From an optimization exercise on the open Yosys and OpenROAD flow, aimed at small area, a short achievable clock period and few clock cycles per item; shortcuts taken in it are not production practice. Where RTL was checked, it was by simulation tests only, not by an equivalence proof against the original. Power figures rest on the tool's default switching activity, not on a simulated workload.

== build 58 ==
// sle_top
module sle_top (
    input  logic        clk,
    input  logic        rst_n,
    input  logic        req_valid,
    output logic        req_stall,
    input  logic [1:0]  req_action,
    input  logic [4:0]  req_position,
    input  logic [31:0] req_item_value,
    output logic        rsp_valid,
    input  logic        rsp_stall,
    output logic [1:0]  rsp_status,
    output logic [31:0] rsp_read_value,
    output logic [4:0]  rsp_found_position,
    output logic [4:0]  rsp_count_now
);
Size in the first run: ~3300 cells after synthesis, ~30000 µm² of cells after synthesis.
Settings: LEC_CHECK=0, CAP_MARGIN=10, CORE_MARGIN=2, CORE_UTILIZATION=40, PLACE_DENSITY=0.6, SETUP_SLACK_MARGIN=1.3, SLEW_MARGIN=10; clock period 3.9 ns.
standard.sh (not shown) runs the stock make flow with config.mk's settings and CLKGATE_MAP_FILE= SYNTH_SCRIPT=/design/flow/synth_recipe.tcl, a recipe that flattens the netlist after the stock synthesis.
==> flow/flow/run.sh <==
#!/bin/bash
# Standard synthesis, then the standard ORFS layout with port buffers of a
# plain buffer cell and gate sizing not restricted to the cell's footprint.
set -euo pipefail
bash standard.sh synth > synth.log 2>&1
bash standard.sh MATCH_CELL_FOOTPRINT=0 "BUFFER_PORTS_ARGS=-buffer_cell sky130_fd_sc_hd__buf_2" finish > layout.log 2>&1
Testbench counts of build 58, summed over its fixed seeds: cycles 9,648, items 9,600.
Inputs modified between build 58 and build 34:
Settings: swapping 40 for 55 in CORE_UTILIZATION; swapping 10 for 20 in SLEW_MARGIN; swapping 0.6 for 0.7 in PLACE_DENSITY; swapping 10 for 20 in CAP_MARGIN; swapping 1.3 for 1.5 in SETUP_SLACK_MARGIN.
--- outcome ---
In the summary table, build 34 is marked failed, with error GRT-0232 raised in 5_1_grt. Going from build 58 to build 34, effective utilization at floorplan saw an increase; row count saw a decrease. Looking at x dimension of the die, build 34 sits about 15% below build 58. Against build 58, build 34 comes in 37 higher on post-CTS setup-driven buffer insertion count. The lower die height of build 34 and build 58 is in build 34. Build 34 vs build 58 — final weighted congestion in routability-driven placement rose 1.1%.
For build 19, these inputs were changed with respect to build 34:
Settings: PLACE_DENSITY now 0.6, was 0.7; CTS_CLUSTER_DIAMETER now 60, previously not set; CORE_UTILIZATION now 40, was 55; CTS_CLUSTER_SIZE now 20, previously not set.
--- outcome ---
Build 19 has completed all stages; timing, DRC and antenna checks passed. FAIL build 34 @ 5_1_grt: tool exited with error. Build 34 -> build 19: number of placed cells counting well taps increased by a little under 10%. Build 19 reports a lower placer congestion estimate than build 34 does. Pre-CTS worst setup slack (higher): build 34. Diff build 34 -> build 19: area after synthesis roughly the same; height of the chip +about 17%. Taking build 34 as the reference, in build 19 half-perimeter wire length of the detailed placement result higher; number of buffers inserted to repair setup after CTS lower.
What build 11 does differently from build 19 at the input level:
Settings: CTS_CLUSTER_SIZE no longer set, was 20; CTS_CLUSTER_DIAMETER no longer set, was 60.
==> comparison <==
Deepest level of the CTS H-tree: build 19 and build 11 compared, lower one is build 19. Going from build 19 to build 11, total of fill cells in the finished design shrinks by 111. The higher power per cell area of build 19 and build 11 is in build 11. Summary of the comparison: non-clock buffer count is higher in build 11, relative to build 19. Any difference in critical path data arrival time between build 19 and build 11 is small enough to ignore. Between build 11 and build 19, it is build 11 whose period utilization is higher, by 0.36 points. Count of clock-buffer cells in the layout is lower on build 19. Route | build 11 vs build 19 | wire longer in build 11. Higher final design area excluding fillers goes to build 11 over build 19. Critical path depth (higher): build 19.

---

Another version of the RTL of sle_top (not shown whole).
Size in the first run: about 3400 cells after synthesis, roughly 560 flip-flops, about 89 I/O pins, ~30000 sq um of cells after synthesis.
## sle_top
module sle_top (
    input  logic        clk,
    input  logic        rst_n,
    input  logic        req_valid,
    output logic        req_stall,
    input  logic [1:0]  req_action,
    input  logic [4:0]  req_position,
    input  logic [31:0] req_item_value,
    output logic        rsp_valid,
    input  logic        rsp_stall,
    output logic [1:0]  rsp_status,
    output logic [31:0] rsp_read_value,
    output logic [4:0]  rsp_found_position,
    output logic [4:0]  rsp_count_now
);
    sle_pkg::req_t req;
    sle_pkg::rsp_t rsp;
    assign req.action     = req_action;
    assign req.position   = req_position;
    assign req.item_value = req_item_value;
    sequential_list_engine #(
        .MAX_ENTRIES (16),
        .VALUE_BITS  (32)
    ) u_engine (
        .clk       (clk),
        .rst_n     (rst_n),
        .req_valid (req_valid),
        .req_stall (req_stall),
        .req       (req),
  ...
export LEC_CHECK = 0
export CAP_MARGIN = 20
export CORE_MARGIN = 2
export CORE_UTILIZATION = 40
export PLACE_DENSITY = 0.6
export SLEW_MARGIN = 20
create_clock -name core_clock -period 3.9 [get_ports {clk}]
run.sh (not shown) runs the stock make flow with config.mk's settings and CLKGATE_MAP_FILE= SYNTH_SCRIPT=/design/flow/synth_recipe.tcl, a recipe that flattens the netlist after the stock synthesis.
Stock flow here: none of the scripts above is used.
The first run produced a clean layout.
Next try:
--- a/flow/config.mk
+++ b/flow/config.mk
@@ -7,2 +7,3 @@
 export LEC_CHECK = 0
+export ABC_CLOCK_PERIOD_IN_PS = 2000
 export CAP_MARGIN = 20
@@ -11,2 +12,3 @@
 export PLACE_DENSITY = 0.6
+export SETUP_SLACK_MARGIN = 1.8
 export SLEW_MARGIN = 20
The changed run finished clean.
Sequential share of layout area came out lower by 5.4 points.
Via count came out higher by 11%.
Total power is about the same.
Cell count came out higher by 5.3%.
Register-to-register slack improves by 0.07 ns.
Count of clock-buffer cells in the layout came out lower by 4.
Flip-flop and latch count stays the same.
Core utilization came out higher by 9.8 points.
Routed wire length came out higher by 16%.
Hold slack degrades by 0.016 ns.
No functional check of the RTL was part of any run of this note.

---

## the reference run
The RTL this note starts from:
==> flow/design.v <==
package sle_pkg;
    localparam int IDX_BITS = 9;
    typedef enum logic [1:0] {
        ACT_INSERT = 2'd0,
        ACT_GET    = 2'd1,
        ACT_LOCATE = 2'd2
    } action_t;
    typedef enum logic [1:0] {
        ST_DONE  = 2'd0,
        ST_RANGE = 2'd1,
        ST_FULL  = 2'd2
    } status_t;
    typedef struct packed {
        logic [1:0]         action;
        logic [4:0]         position;
        logic signed [31:0] item_value;
    } req_t;
    typedef struct packed {
        logic [1:0]         status;
        logic signed [31:0] read_value;
        logic [4:0]         found_position;
        logic [4:0]         count_now;
    } rsp_t;
    typedef struct packed {
        logic       insert_en;
        logic [4:0] slot;
    } cell_cmd_t;
endpackage
module sle_cell #(
    parameter int VALUE_BITS = 32
) (
    input  logic                  clk,
    input  logic                  hold,     
    input  logic                  shift,    
    input  logic                  load,     
    input  logic                  live,     
    input  logic                  rsel,     
    input  logic [VALUE_BITS-1:0] key,
    input  logic [VALUE_BITS-1:0] prev,
    output logic [VALUE_BITS-1:0] value,
    output logic                  hit,
    output logic [VALUE_BITS-1:0] rd
);
    logic [VALUE_BITS-1:0] value_reg;
    always_ff @(posedge clk)
    begin
        value_reg <= ({VALUE_BITS{hold}}  & value_reg) |
                     ({VALUE_BITS{shift}} & prev) |
                     ({VALUE_BITS{load}}  & key);
    end
    assign value = value_reg;
    assign hit   = live && (value_reg == key);
    assign rd    = {VALUE_BITS{rsel}} & value_reg;
endmodule
module sequential_list_engine #(
    parameter int MAX_ENTRIES = 16,
    parameter int VALUE_BITS  = 32
) (
    input  logic          clk,
    input  logic          rst_n,
    input  logic          req_valid,
    output logic          req_stall,
    input  sle_pkg::req_t req,
    output logic          rsp_valid,
    input  logic          rsp_stall,
    output sle_pkg::rsp_t rsp
);
    localparam int CNT_W = $clog2(MAX_ENTRIES + 1);
    logic [CNT_W-1:0]       count_reg;
    logic [MAX_ENTRIES-1:0] live;
    logic                   rsp_valid_reg;
    sle_pkg::rsp_t          rsp_reg;
    logic                   rsp_hold;
    logic                   accept;
    assign rsp_hold  = rsp_valid_reg && rsp_stall;
    assign req_stall = rsp_hold;
    assign accept    = req_valid && !rsp_hold;
    logic                   is_ins, is_get, is_loc;
    logic [MAX_ENTRIES:0]   at;        
    logic [MAX_ENTRIES-1:0] upto;      
    logic                   ins_in, ins_full, ins_ok, get_ok, go;
    logic [VALUE_BITS-1:0]  key;
    logic [VALUE_BITS-1:0]  cell_value [MAX_ENTRIES];
    logic [VALUE_BITS-1:0]  cell_rd    [MAX_ENTRIES];
    logic [MAX_ENTRIES-1:0] hit;
    logic [VALUE_BITS-1:0]  rd_any;
    assign key    = VALUE_BITS'($unsigned(req.item_value));
    assign is_ins = (req.action == sle_pkg::ACT_INSERT);
    assign is_get = (req.action == sle_pkg::ACT_GET);
    assign is_loc = (req.action == sle_pkg::ACT_LOCATE);
    always_comb
    begin
        for (int i = 0; i <= MAX_ENTRIES; i++)
            at[i] = (req.position == 5'(i + 1));
        for (int i = 0; i < MAX_ENTRIES; i++)
            upto[i] = (req.position != 5'd0) && (req.position <= 5'(i + 1));
    end
    always_comb
    begin
        ins_in = at[0];
        get_ok = 1'b0;
        for (int i = 0; i < MAX_ENTRIES; i++)
        begin
            ins_in = ins_in | (at[i+1] & live[i]);
            get_ok = get_ok | (at[i] & live[i]);
        end
        get_ok = get_ok & is_get;
    end
    assign ins_full = live[MAX_ENTRIES-1];
    assign ins_ok   = is_ins && ins_in && !ins_full;
    assign go       = accept && ins_ok;
    logic go_cells;
    assign go_cells = accept && is_ins && !ins_full;
    genvar k;
    generate
        for (k = 0; k < MAX_ENTRIES; k++)
        begin : g_cell
            logic [VALUE_BITS-1:0] prev;
            if (k == 0)
            begin : g_head
                assign prev = '0;
            end
            else
            begin : g_body
                assign prev = cell_value[k-1];
            end
            sle_cell #(
                .VALUE_BITS (VALUE_BITS)
            ) u_cell (
                .clk   (clk),
                .hold  (!(go_cells && upto[k])),
                .shift (go_cells && upto[k] && !at[k]),
                .load  (go_cells && at[k]),
                .live  (live[k]),
                .rsel  (at[k] && is_get),
                .key   (key),
                .prev  (prev),
                .value (cell_value[k]),
                .hit   (hit[k]),
                .rd    (cell_rd[k])
            );
        end
    endgenerate
    always_comb
    begin
        rd_any = '0;
        for (int i = 0; i < MAX_ENTRIES; i++)
            rd_any = rd_any | cell_rd[i];
    end
    logic [MAX_ENTRIES-1:0] seen;      
    logic [MAX_ENTRIES-1:0] first;
    logic [4:0]             found;
    always_comb
    begin
        seen[0] = 1'b0;
        for (int i = 1; i < MAX_ENTRIES; i++)
            seen[i] = seen[i-1] | hit[i-1];
        first = hit & ~seen;
        found = '0;
        for (int i = 0; i < MAX_ENTRIES; i++)
            found = found | ({5{first[i]}} & 5'(i + 1));
    end
    logic [CNT_W-1:0] count_next;
    assign count_next = ins_ok ? count_reg + CNT_W'(1) : count_reg;
    always_ff @(posedge clk or negedge rst_n)
    begin
        if (!rst_n)
        begin
            count_reg     <= '0;
            live          <= '0;
            rsp_valid_reg <= 1'b0;
        end
        else
        begin
            if (go)
            begin
                count_reg <= count_reg + CNT_W'(1);
                live      <= {live[MAX_ENTRIES-2:0], 1'b1};
            end
            if (!rsp_hold)
                rsp_valid_reg <= req_valid;
        end
    end
    always_ff @(posedge clk)
    begin
        if (!rsp_hold)
        begin
            rsp_reg.status         <= (ins_ok || is_loc || get_ok) ? sle_pkg::ST_DONE :
                                      (is_ins && (ins_in || (at[MAX_ENTRIES] && ins_full))) ? sle_pkg::ST_FULL :
                                      sle_pkg::ST_RANGE;
            rsp_reg.read_value     <= get_ok ? $signed(rd_any) : '0;
            rsp_reg.found_position <= is_loc ? found : 5'd0;
            rsp_reg.count_now      <= 5'(count_next);
        end
    end
    assign rsp_valid = rsp_valid_reg;
    assign rsp       = rsp_reg;
endmodule
module sle_top (
    input  logic        clk,
    input  logic        rst_n,
    input  logic        req_valid,
    output logic        req_stall,
    input  logic [1:0]  req_action,
    input  logic [4:0]  req_position,
    input  logic [31:0] req_item_value,
    output logic        rsp_valid,
    input  logic        rsp_stall,
    output logic [1:0]  rsp_status,
    output logic [31:0] rsp_read_value,
    output logic [4:0]  rsp_found_position,
    output logic [4:0]  rsp_count_now
);
    sle_pkg::req_t req;
    sle_pkg::rsp_t rsp;
    assign req.action     = req_action;
    assign req.position   = req_position;
    assign req.item_value = req_item_value;
    sequential_list_engine #(
        .MAX_ENTRIES (16),
        .VALUE_BITS  (32)
    ) u_engine (
        .clk       (clk),
        .rst_n     (rst_n),
        .req_valid (req_valid),
        .req_stall (req_stall),
        .req       (req),
        .rsp_valid (rsp_valid),
        .rsp_stall (rsp_stall),
        .rsp       (rsp)
    );
    assign rsp_status         = rsp.status;
    assign rsp_read_value     = rsp.read_value;
    assign rsp_found_position = rsp.found_position;
    assign rsp_count_now      = rsp.count_now;
endmodule
clock: 3.9 ns
lec_check: 0
cap_margin: 20
core_margin: 2
core_utilization: 55
cts_cluster_diameter: 80
cts_cluster_size: 30
place_density: 0.7
setup_slack_margin: 1.5
slew_margin: 20
standard.sh (not shown) runs the stock make flow with config.mk's settings and CLKGATE_MAP_FILE= SYNTH_SCRIPT=/design/flow/synth_recipe.tcl, a recipe that flattens the netlist after the stock synthesis.
Scripts as last shown in full above: flow/flow/run.sh
Run status, the reference run: aborted in global routing (5_1_grt), error GRT-0232
Testbench counts of the reference run, summed over its fixed seeds: cycles 9,648, items 9,600.
The following lists how the trial run was set up differently from the reference run:
-- flow/config.mk --
<<< the reference run, line 10
export CORE_UTILIZATION = 55
export CTS_CLUSTER_DIAMETER = 80
export CTS_CLUSTER_SIZE = 30
export PLACE_DENSITY = 0.7
>>> the trial run, line 10
export CORE_UTILIZATION = 65
export PLACE_DENSITY = 0.8
==> run notes <==
- Measured against each other, the trial run and the reference run differ in horizontal die dimension, the lower figure coming from the trial run.
- Comparing the trial run and the reference run, the lower die height was measured on the trial run.
- The trial run and the reference run ended up with nearly the same total number of H-tree levels.
- For the trial run, the flow was terminated by a tool error in global routing (5_1_grt) and produced no final design.
- In the flow results for the trial run and the reference run, the buffers inserted during post-CTS setup optimization is larger on the trial run.

-- port drivers added, routing unchanged --
In the flow no input, the clock included, has a driving cell. The finished layouts below were timed again as built, in two steps. Step 1: set_driving_cell puts a clkbuf_16 on clk and a buf_2 on each other input, an assumption about the parent block. Step 2 adds t to the input delays and takes it off the output delays; t is the mean of the earliest and latest rising clock arrival at the registers after step 1. Input paths then give back, and output paths get back, about the clock's delay inside the block. Slacks: no drivers / after step 1 / after step 2; pairs: no drivers / after step 1.
run | t (ns) | slack for setup (ns) | worst register clock-pin slew, ns
build 58 | 0.694 | 1.093 / 1.134 / 0.451 | 0.07 / 0.07
build 19 | 0.708 | 1.276 / 1.300 / 0.608 | 0.09 / 0.09
build 11 | 0.700 | 1.262 / 1.262 / 0.622 | 0.07 / 0.07
the first run of note 2 | 0.695 | 0.343 / 0.343 / -0.237 | 0.07 / 0.07
the second run of note 2 | 0.691 | 0.411 / 0.411 / 0.101 | 0.07 / 0.07
With both steps, setup timing fails in the first run of note 2, where it was met with ideal ports. The setup slack of build 19, which loses most, moves by +0.024 ns with the drivers and by -0.668 ns with both steps.
